What follows belongs to an exercise in optimizing a design on an open flow for small area; a production flow would make more cautious choices.
At most, simulation tests tie the RTL to the original design; equivalence was not proved.
The flow treats the clock pin as an ideal source. Dropping or thinning the clock tree relies on that and would not hold on a real chip.
No activity file was given, so power comes from the tool's default toggle rates.

==> module int_div_top, before the edit <==
module int_div_top (
	input  wire                clk,
	input  wire                rst_n_i,
	input  logic               req_i,
	input  logic               req_op_i,        
	input  logic [63:0]        req_dividend_i,
	input  logic [63:0]        req_divisor_i,
	output logic               ack_o,
	output logic [63:0]        rsp_quotient_o,
	output logic [63:0]        rsp_remainder_o,
	output logic               rsp_div_by_zero_o
);
	localparam int W   = 16;
	localparam int NSL = 64 / W;
	localparam int JW  = $clog2(NSL);
	localparam logic [1:0] IDLE = 2'd0;
	localparam logic [1:0] BUSY = 2'd1;
	localparam logic [1:0] HOLD = 2'd2;
	logic [1:0]  st_q;
	logic [8:0]  cnt_q;
	logic [63:0] r_q;     
	logic [63:0] q_q;     
	logic        rs_q;    
	logic        cb_q;    
	logic        cy_q;    
	logic        za_q;    
	logic        zf_q;    
	logic        dbz_q;
	logic [5:0]  z_q;     
	logic        fl_q;    
	logic        nb_q;    
	logic sgn, kneg, dneg, qneg;
	assign sgn  = ~req_op_i;
	assign kneg = sgn & req_dividend_i[63];
	assign dneg = sgn & req_divisor_i[63];
	assign qneg = sgn & (req_dividend_i[63] ^ req_divisor_i[63]) & ~dbz_q;
	logic [JW-1:0] j;
	logic [5:0]    t;
	logic          last;
	assign j    = cnt_q[JW-1:0];
	assign t    = cnt_q[JW+5:JW];
	assign last = (j == JW'(NSL - 1));
	logic busy, in_s1, in_main, in_p1, in_p2, in_rot, pass, en;
	assign busy    = (st_q == BUSY);
	assign in_s1   = busy & (cnt_q[8:2] == 7'd127);
	assign in_main = busy & ~cnt_q[8];
	assign in_p1   = busy & (cnt_q[8:2] == 7'd64);
	assign in_p2   = busy & (cnt_q[8:2] == 7'd65);
	assign in_rot  = busy & (cnt_q[8:6] == 3'b101);
	assign pass    = in_s1 | in_main | in_p1 | in_p2;
	assign en      = in_s1 | in_main |
	                 (in_p1 & (rs_q | (kneg & ~zf_q))) |
	                 (in_p2 & kneg & ~rs_q & ~zf_q);
	logic [W-1:0] sl, a, b, dsl, sum;
	logic         cbin, sub, inv, cin, cout, a64, nsign, zs, zacc, qbit, xbit;
	assign sl   = r_q[W-1:0];
	assign cbin = (j == '0) ? nb_q : cb_q;
	assign a    = in_main ? {sl[W-2:0], cbin} :
	              (in_p1 | in_p2) ? sl : {W{kneg}};
	assign dsl  = req_divisor_i[j*W +: W];
	assign sub  = ~rs_q;
	assign inv  = sub ^ dneg;
	assign b    = dsl ^ {W{inv}};
	assign cin  = (j == '0) ? inv : cy_q;
	assign {cout, sum} = {1'b0, a} + {1'b0, b} + {{W{1'b0}}, cin};
	assign a64   = in_main ? sl[W-1] : rs_q;
	assign nsign = a64 ^ sub ^ cout;
	assign zs    = (sum == '0);
	assign zacc  = zs & ((j == '0) | za_q);
	assign qbit  = ~(nsign ^ kneg);
	assign xbit  = qbit ^ qneg;
	logic hit, flip, c0;
	assign c0   = qneg ^ (kneg & zf_q);
	assign hit  = (cnt_q[5:0] == z_q);
	assign flip = c0 & (fl_q | hit);
	always_ff @(posedge clk) begin
		cb_q <= sl[W-1];
		cy_q <= cout;
		za_q <= zacc;
		if (st_q == IDLE) begin
			rs_q <= kneg;
			fl_q <= 1'b0;
		end else begin
			if (pass & en) begin
				r_q <= {sum, r_q[63:W]};
				if (last) begin
					rs_q <= nsign;
					zf_q <= zacc & ~nsign;
				end
			end
			if (in_s1 & last) begin
				dbz_q <= qbit;
			end
			if (in_main & last) begin
				q_q <= {q_q[62:0], xbit};
				if (!xbit || t == '0) z_q <= t;  
			end
			if (in_rot) begin
				q_q  <= {q_q[62:0], q_q[63] ^ flip};
				fl_q <= fl_q | hit;
			end
		end
	end
	logic done;
	assign done = (cnt_q == 9'd383);
	logic [63:0] nrot;
	assign nrot = {req_dividend_i[62:0], req_dividend_i[63]};
	logic [15:0] nm1;
	logic [3:0]  nm2;
	logic        nb_d;
	logic [5:0]  ti;
	assign ti = ~t;
	for (genvar i = 0; i < 16; i++) begin : g_nm1
		assign nm1[i] = nrot[4*i + ti[1:0]];
	end
	for (genvar i = 0; i < 4; i++) begin : g_nm2
		assign nm2[i] = nm1[4*i + ti[3:2]];
	end
	assign nb_d = nm2[ti[5:4]];
	always_ff @(posedge clk) begin
		cnt_q <= (st_q == IDLE) ? 9'd508 : cnt_q + 9'd1;
		nb_q  <= nb_d;
	end
	always_ff @(posedge clk or negedge rst_n_i) begin
		if (!rst_n_i) begin
			st_q <= IDLE;
		end else begin
			case (st_q)
				IDLE:    if (req_i) st_q <= BUSY;
				BUSY:    if (done) st_q <= req_i ? HOLD : IDLE;
				HOLD:    if (!req_i) st_q <= IDLE;
				default: st_q <= IDLE;
			endcase
		end
	end
	assign ack_o             = (st_q == HOLD);
	assign rsp_quotient_o    = q_q;
	assign rsp_remainder_o   = r_q;
	assign rsp_div_by_zero_o = dbz_q;
endmodule
==> flow/config.mk <==
export PLATFORM = sky130hd
export DESIGN_NAME = int_div_top
export DESIGN_NICKNAME = int_div_top
export VERILOG_FILES = /design/flow/design.v
export SDC_FILE = /design/flow/constraint.sdc
export NUM_CORES = 4
export LEC_CHECK = 0
export CAP_MARGIN = 20
export CORE_MARGIN = 2
export CORE_UTILIZATION = 40
export CTS_BUF_LIST = sky130_fd_sc_hd__clkbuf_8
export SLEW_MARGIN = 20
==> flow/constraint.sdc <==
create_clock -name core_clock -period 5.0 [get_ports {clk}]
set_input_delay 1.0000 -clock core_clock [delete_from_list [all_inputs] [get_ports {clk}]]
set_output_delay 1.0000 -clock core_clock [all_outputs]
set_load 0.01 [all_outputs]
standard.sh (not shown) runs the stock make flow with config.mk's settings and CLKGATE_MAP_FILE= SYNTH_SCRIPT=/design/flow/synth_recipe.tcl, a recipe that flattens the netlist after the stock synthesis.
==> flow/flow/run.sh <==
#!/bin/bash
# Standard ORFS layout (the standard.sh, standard synthesis), with two changes:
# port buffers use the smallest buffer cell, and CTS adds no dummy clock loads.
set -euo pipefail
export BUFFER_PORTS_ARGS="-buffer_cell sky130_fd_sc_hd__buf_1"
export CTS_ARGS="-sink_clustering_enable -repair_clock_nets -dont_use_dummy_load -buf_list sky130_fd_sc_hd__clkbuf_8"
bash standard.sh > standard.log 2>&1
Edit:
--- a/flow/design.v
+++ b/flow/design.v
@@ -87,4 +87,5 @@
 		if (st_q == IDLE) begin
 			rs_q <= kneg;
+			z_q  <= '0;
 			fl_q <= 1'b0;
 		end else begin
@@ -101,5 +102,5 @@
 			if (in_main & last) begin
 				q_q <= {q_q[62:0], xbit};
-				if (!xbit || t == '0) z_q <= t;  
+				if (!xbit) z_q <= t;
 			end
 			if (in_rot) begin
@@ -113,19 +114,7 @@
 	logic [63:0] nrot;
 	assign nrot = {req_dividend_i[62:0], req_dividend_i[63]};
-	logic [15:0] nm1;
-	logic [3:0]  nm2;
-	logic        nb_d;
-	logic [5:0]  ti;
-	assign ti = ~t;
-	for (genvar i = 0; i < 16; i++) begin : g_nm1
-		assign nm1[i] = nrot[4*i + ti[1:0]];
-	end
-	for (genvar i = 0; i < 4; i++) begin : g_nm2
-		assign nm2[i] = nm1[4*i + ti[3:2]];
-	end
-	assign nb_d = nm2[ti[5:4]];
 	always_ff @(posedge clk) begin
 		cnt_q <= (st_q == IDLE) ? 9'd508 : cnt_q + 9'd1;
-		nb_q  <= nb_d;
+		nb_q  <= nrot[~t];
 	end
 	always_ff @(posedge clk or negedge rst_n_i) begin
=> The new run went through all stages and came out clean. Global-route usage came out higher by 1.1 points. Count of clock-buffer cells in the layout is unchanged. First-iteration DRC count came out higher by 75%. Setup slack gets better by 0.23 ns. Hold slack gets worse by 0.0062 ns. Clock power came out higher by about 1%. Core utilization came out lower by 0.98 points. Power came out higher by 5.1%. Critical path depth came out higher by 2.
No functional check of the RTL was part of the first run of this note.

---

The RTL this note starts from:
==> flow/design.v <==
`timescale 1ns/1ps
`timescale 1ns/1ps
`timescale 1ns/1ps
`timescale 1ns/1ps
`timescale 1ns/1ps
`timescale 1ns/1ps
`default_nettype none
module int_div_top (
	input  wire                clk,
	input  wire                rst_n_i,
	input  logic               req_i,
	input  logic               req_op_i,        
	input  logic [63:0]        req_dividend_i,
	input  logic [63:0]        req_divisor_i,
	output logic               ack_o,
	output logic [63:0]        rsp_quotient_o,
	output logic [63:0]        rsp_remainder_o,
	output logic               rsp_div_by_zero_o
);
	localparam int W   = 16;
	localparam int NSL = 64 / W;
	localparam int JW  = $clog2(NSL);
	localparam logic [1:0] IDLE = 2'd0;
	localparam logic [1:0] BUSY = 2'd1;
	localparam logic [1:0] HOLD = 2'd2;
	logic [1:0]  st_q;
	logic [8:0]  cnt_q;
	logic [63:0] r_q;     
	logic [63:0] q_q;     
	logic        iv_q;    
	logic        rs;      
	logic        cb_q;    
	logic        cy_q;    
	logic        za_q;    
	logic        zf_q;    
	logic        dbz_q;
	logic [5:0]  z_q;     
	logic        fl_q;    
	logic        nb_q;    
	logic sgn, kneg, dneg, qneg;
	assign sgn  = ~req_op_i;
	assign kneg = sgn & req_dividend_i[63];
	assign dneg = sgn & req_divisor_i[63];
	assign qneg = sgn & (req_dividend_i[63] ^ req_divisor_i[63]) & ~dbz_q;
	logic [JW-1:0] j;
	logic [5:0]    t;
	logic          last;
	assign j    = cnt_q[JW-1:0];
	assign t    = cnt_q[JW+5:JW];
	assign last = (j == JW'(NSL - 1));
	logic busy, in_s1, in_main, in_p1, in_p2, in_rot, pass, en;
	assign busy    = (st_q == BUSY);
	assign in_s1   = busy & (cnt_q[8:2] == 7'd127);
	assign in_main = busy & ~cnt_q[8];
	assign in_p1   = busy & (cnt_q[8:2] == 7'd64);
	assign in_p2   = busy & (cnt_q[8:2] == 7'd65);
	assign in_rot  = busy & (cnt_q[8:6] == 3'b101);
	assign pass    = in_s1 | in_main | in_p1 | in_p2;
	assign en      = in_s1 | in_main |
	                 (in_p1 & (rs | (kneg & ~zf_q))) |
	                 (in_p2 & kneg & ~rs & ~zf_q);
	logic [W-1:0] sl, a, b, dsl, sum;
	logic         cbin, sub, inv, cin, cout, a64, nsign, zs, zacc, qbit, xbit;
	assign sl   = r_q[W-1:0];
	assign cbin = (j == '0) ? nb_q : cb_q;
	logic sel_sh, sel_un, sel_k;
	assign sel_sh = in_main;
	assign sel_un = in_p1 | in_p2;
	assign sel_k  = in_s1 & kneg;
	assign a    = ({sl[W-2:0], cbin} & {W{sel_sh}}) | (sl & {W{sel_un}}) | {W{sel_k}};
	assign dsl  = req_divisor_i[j*W +: W];
	assign sub  = iv_q ^ dneg;
	assign rs   = ~sub;
	assign inv  = iv_q;
	assign b    = dsl ^ {W{inv}};
	assign cin  = (j == '0) ? inv : cy_q;
	localparam int L = $clog2(W);
	logic [W-1:0] bg, bp, gv, pv;
	always_comb begin
		bg = a & b;
		bp = a ^ b;
		gv = bg;
		pv = bp;
		gv[0] = bg[0] | (bp[0] & cin);
		for (int l = 0; l < L; l++) begin
			for (int i = 0; i < W; i++) begin
				if ((i + 1) % (2 << l) == 0) begin
					gv[i] = gv[i] | (pv[i] & gv[i - (1 << l)]);
					pv[i] = pv[i] & pv[i - (1 << l)];
				end
			end
		end
		for (int l = L - 2; l >= 0; l--) begin
			for (int i = 0; i < W; i++) begin
				if ((i + 1) % (2 << l) == (1 << l) && i >= (2 << l)) begin
					gv[i] = gv[i] | (pv[i] & gv[i - (1 << l)]);
					pv[i] = pv[i] & pv[i - (1 << l)];
				end
			end
		end
	end
	assign sum  = bp ^ {gv[W-2:0], cin};
	assign cout = gv[W-1];
	assign a64   = in_main ? sl[W-1] : rs;
	assign nsign = a64 ^ sub ^ cout;
	assign zs    = (sum == '0);
	assign zacc  = zs & ((j == '0) | za_q);
	assign qbit  = ~(nsign ^ kneg);
	assign xbit  = qbit ^ qneg;
	logic hit, flip, c0;
	assign c0   = qneg ^ (kneg & zf_q);
	assign hit  = (cnt_q[5:0] == z_q);
	assign flip = c0 & (fl_q | hit);
	always_ff @(posedge clk) begin
		cb_q <= sl[W-1];
		cy_q <= cout;
		za_q <= zacc;
		if (st_q == IDLE) begin
			iv_q <= ~kneg ^ dneg;
			fl_q <= 1'b0;
		end else begin
			if (pass & en) begin
				r_q <= {sum, r_q[63:W]};
				if (last) begin
					iv_q <= ~nsign ^ dneg;
					zf_q <= zacc & ~nsign;
				end
			end
			if (in_s1 & last) begin
				dbz_q <= qbit;
			end
			if (in_main & last) begin
				q_q <= {q_q[62:0], xbit};
				if (!xbit || t == '0) z_q <= t;  
			end
			if (in_rot) begin
				q_q  <= {q_q[62:0], q_q[63] ^ flip};
				fl_q <= fl_q | hit;
			end
		end
	end
	logic done;
	assign done = (cnt_q == 9'd383);
	logic [63:0] nrot;
	assign nrot = {req_dividend_i[62:0], req_dividend_i[63]};
	logic [15:0] nm1;
	logic [3:0]  nm2;
	logic        nb_d;
	logic [5:0]  ti;
	assign ti = ~t;
	for (genvar i = 0; i < 16; i++) begin : g_nm1
		assign nm1[i] = nrot[4*i + ti[1:0]];
	end
	for (genvar i = 0; i < 4; i++) begin : g_nm2
		assign nm2[i] = nm1[4*i + ti[3:2]];
	end
	assign nb_d = nm2[ti[5:4]];
	always_ff @(posedge clk) begin
		cnt_q <= (st_q == IDLE) ? 9'd508 : cnt_q + 9'd1;
		nb_q  <= nb_d;
	end
	always_ff @(posedge clk or negedge rst_n_i) begin
		if (!rst_n_i) begin
			st_q <= IDLE;
		end else begin
			case (st_q)
				IDLE:    if (req_i) st_q <= BUSY;
				BUSY:    if (done) st_q <= req_i ? HOLD : IDLE;
				HOLD:    if (!req_i) st_q <= IDLE;
				default: st_q <= IDLE;
			endcase
		end
	end
	assign ack_o             = (st_q == HOLD);
	assign rsp_quotient_o    = q_q;
	assign rsp_remainder_o   = r_q;
	assign rsp_div_by_zero_o = dbz_q;
endmodule
`default_nettype wire
Settings: LEC_CHECK=0, CAP_MARGIN=20, CORE_MARGIN=2, CORE_UTILIZATION=40, SLEW_MARGIN=20; clock period 5.0 ns.
==> flow/flow/run.sh <==
#!/bin/bash
# Standard ORFS layout (the standard.sh, standard synthesis) with two changes:
# port buffers use the smallest buffer cell, and flow/mycts.tcl builds the clock
# tree (one clkbuf_8 root, 10 clkbuf_8 leaves) in place of ORFS's CTS.
set -euo pipefail
export BUFFER_PORTS_ARGS="-buffer_cell sky130_fd_sc_hd__buf_1"
export MCTS_NB=10
export MCTS_BUF=sky130_fd_sc_hd__clkbuf_8
export MCTS_ROOT=sky130_fd_sc_hd__clkbuf_8
bash standard.sh place > place.log 2>&1
bash standard.sh run RUN_SCRIPT=$PWD/flow/mycts.tcl RUN_LOG_NAME_STEM=4_1_cts > cts.log 2>&1
bash standard.sh finish > finish.log 2>&1
Other scripts of this flow, unchanged in this note and not shown: flow/flow/mycts.tcl
The baseline produced a clean layout.
Next try:
--- a/flow/design.v
+++ b/flow/design.v
@@ -32,13 +32,12 @@
 	logic        cb_q;    
 	logic        cy_q;    
 	logic        za_q;    
 	logic        zf_q;    
 	logic        dbz_q;
 	logic [5:0]  z_q;     
-	logic        fl_q;    
 	logic        nb_q;    
 	logic sgn, kneg, dneg, qneg;
 	assign sgn  = ~req_op_i;
 	assign kneg = sgn & req_dividend_i[63];
 	assign dneg = sgn & req_divisor_i[63];
 	assign qneg = sgn & (req_dividend_i[63] ^ req_divisor_i[63]) & ~dbz_q;
@@ -65,13 +64,20 @@
 	assign cbin = (j == '0) ? nb_q : cb_q;
 	logic sel_sh, sel_un, sel_k;
 	assign sel_sh = in_main;
 	assign sel_un = in_p1 | in_p2;
 	assign sel_k  = in_s1 & kneg;
 	assign a    = ({sl[W-2:0], cbin} & {W{sel_sh}}) | (sl & {W{sel_un}}) | {W{sel_k}};
-	assign dsl  = req_divisor_i[j*W +: W];
+	logic [NSL-1:0] jh;
+	for (genvar k = 0; k < NSL; k++) begin : g_jh
+		assign jh[k] = (j == JW'(k));
+	end
+	always_comb begin
+		dsl = '0;
+		for (int k = 0; k < NSL; k++) dsl = dsl | (req_divisor_i[k*W +: W] & {W{jh[k]}});
+	end
 	assign sub  = iv_q ^ dneg;
 	assign rs   = ~sub;
 	assign inv  = iv_q;
 	assign b    = dsl ^ {W{inv}};
 	assign cin  = (j == '0) ? inv : cy_q;
 	localparam int L = $clog2(W);
@@ -104,23 +110,21 @@
 	assign a64   = in_main ? sl[W-1] : rs;
 	assign nsign = a64 ^ sub ^ cout;
 	assign zs    = (sum == '0);
 	assign zacc  = zs & ((j == '0) | za_q);
 	assign qbit  = ~(nsign ^ kneg);
 	assign xbit  = qbit ^ qneg;
-	logic hit, flip, c0;
+	logic flip, c0;
 	assign c0   = qneg ^ (kneg & zf_q);
-	assign hit  = (cnt_q[5:0] == z_q);
-	assign flip = c0 & (fl_q | hit);
+	assign flip = c0 & (cnt_q[5:0] >= z_q);  
 	always_ff @(posedge clk) begin
 		cb_q <= sl[W-1];
 		cy_q <= cout;
 		za_q <= zacc;
 		if (st_q == IDLE) begin
 			iv_q <= ~kneg ^ dneg;
-			fl_q <= 1'b0;
 		end else begin
 			if (pass & en) begin
 				r_q <= {sum, r_q[63:W]};
 				if (last) begin
 					iv_q <= ~nsign ^ dneg;
 					zf_q <= zacc & ~nsign;
@@ -132,13 +136,12 @@
 			if (in_main & last) begin
 				q_q <= {q_q[62:0], xbit};
 				if (!xbit || t == '0) z_q <= t;  
 			end
 			if (in_rot) begin
 				q_q  <= {q_q[62:0], q_q[63] ^ flip};
-				fl_q <= fl_q | hit;
 			end
 		end
 	end
 	logic done;
 	assign done = (cnt_q == 9'd383);
 	logic [63:0] nrot;
After rerunning: Via count rose by 4.7%; die area is about the same; cell area stays flat; critical path depth rose by 3; sequential share of layout area fell by 0.21 points; global-route usage rose by 0.48 points; total power rose by 2.9%.
Function not checked in the second run of this note: the RTL went through the layout flow alone. In every run of this note, the design's own scripts or RTL, not TritonCTS, make the clock network.

## re-timing with driven ports
In the flow no input, the clock included, has a driving cell. The finished layouts below were timed again as built, in two steps. Step 1: set_driving_cell puts a clkbuf_16 on clk and a buf_2 on each other input, an assumption about the parent block. Step 2 moves the port delays by t, midway between the first and last clock arrival at a register: inputs arrive t later, outputs are due t later. That takes back most of the time a late clock gives input paths. Slacks: ideal / step 1 / step 2; pairs: ideal / step 1.
run	t, ns	setup slack, ns	latest minus earliest clock arrival (ns)	worst slew at a driven data input, ns	pins driven straight from the clock port
the first run of note 1	0.467	0.489 / 0.489 / 0.160	0.035 / 0.036	0.05	1
the second run of note 1	0.477	0.720 / 0.720 / 0.400	0.044 / 0.044	0.06	1
the first run of note 2	0.461	0.416 / 0.434 / -0.026	0.027 / 0.027	0.12	1
the second run of note 2	0.455	0.395 / 0.395 / 0.093	0.021 / 0.021	0.05	1
Met with ideal ports but missed after step 2: setup timing in the first run of note 2. For the first run of note 2, which loses most, drivers alone change the setup slack by +0.018 ns; drivers and shift together by -0.442 ns.
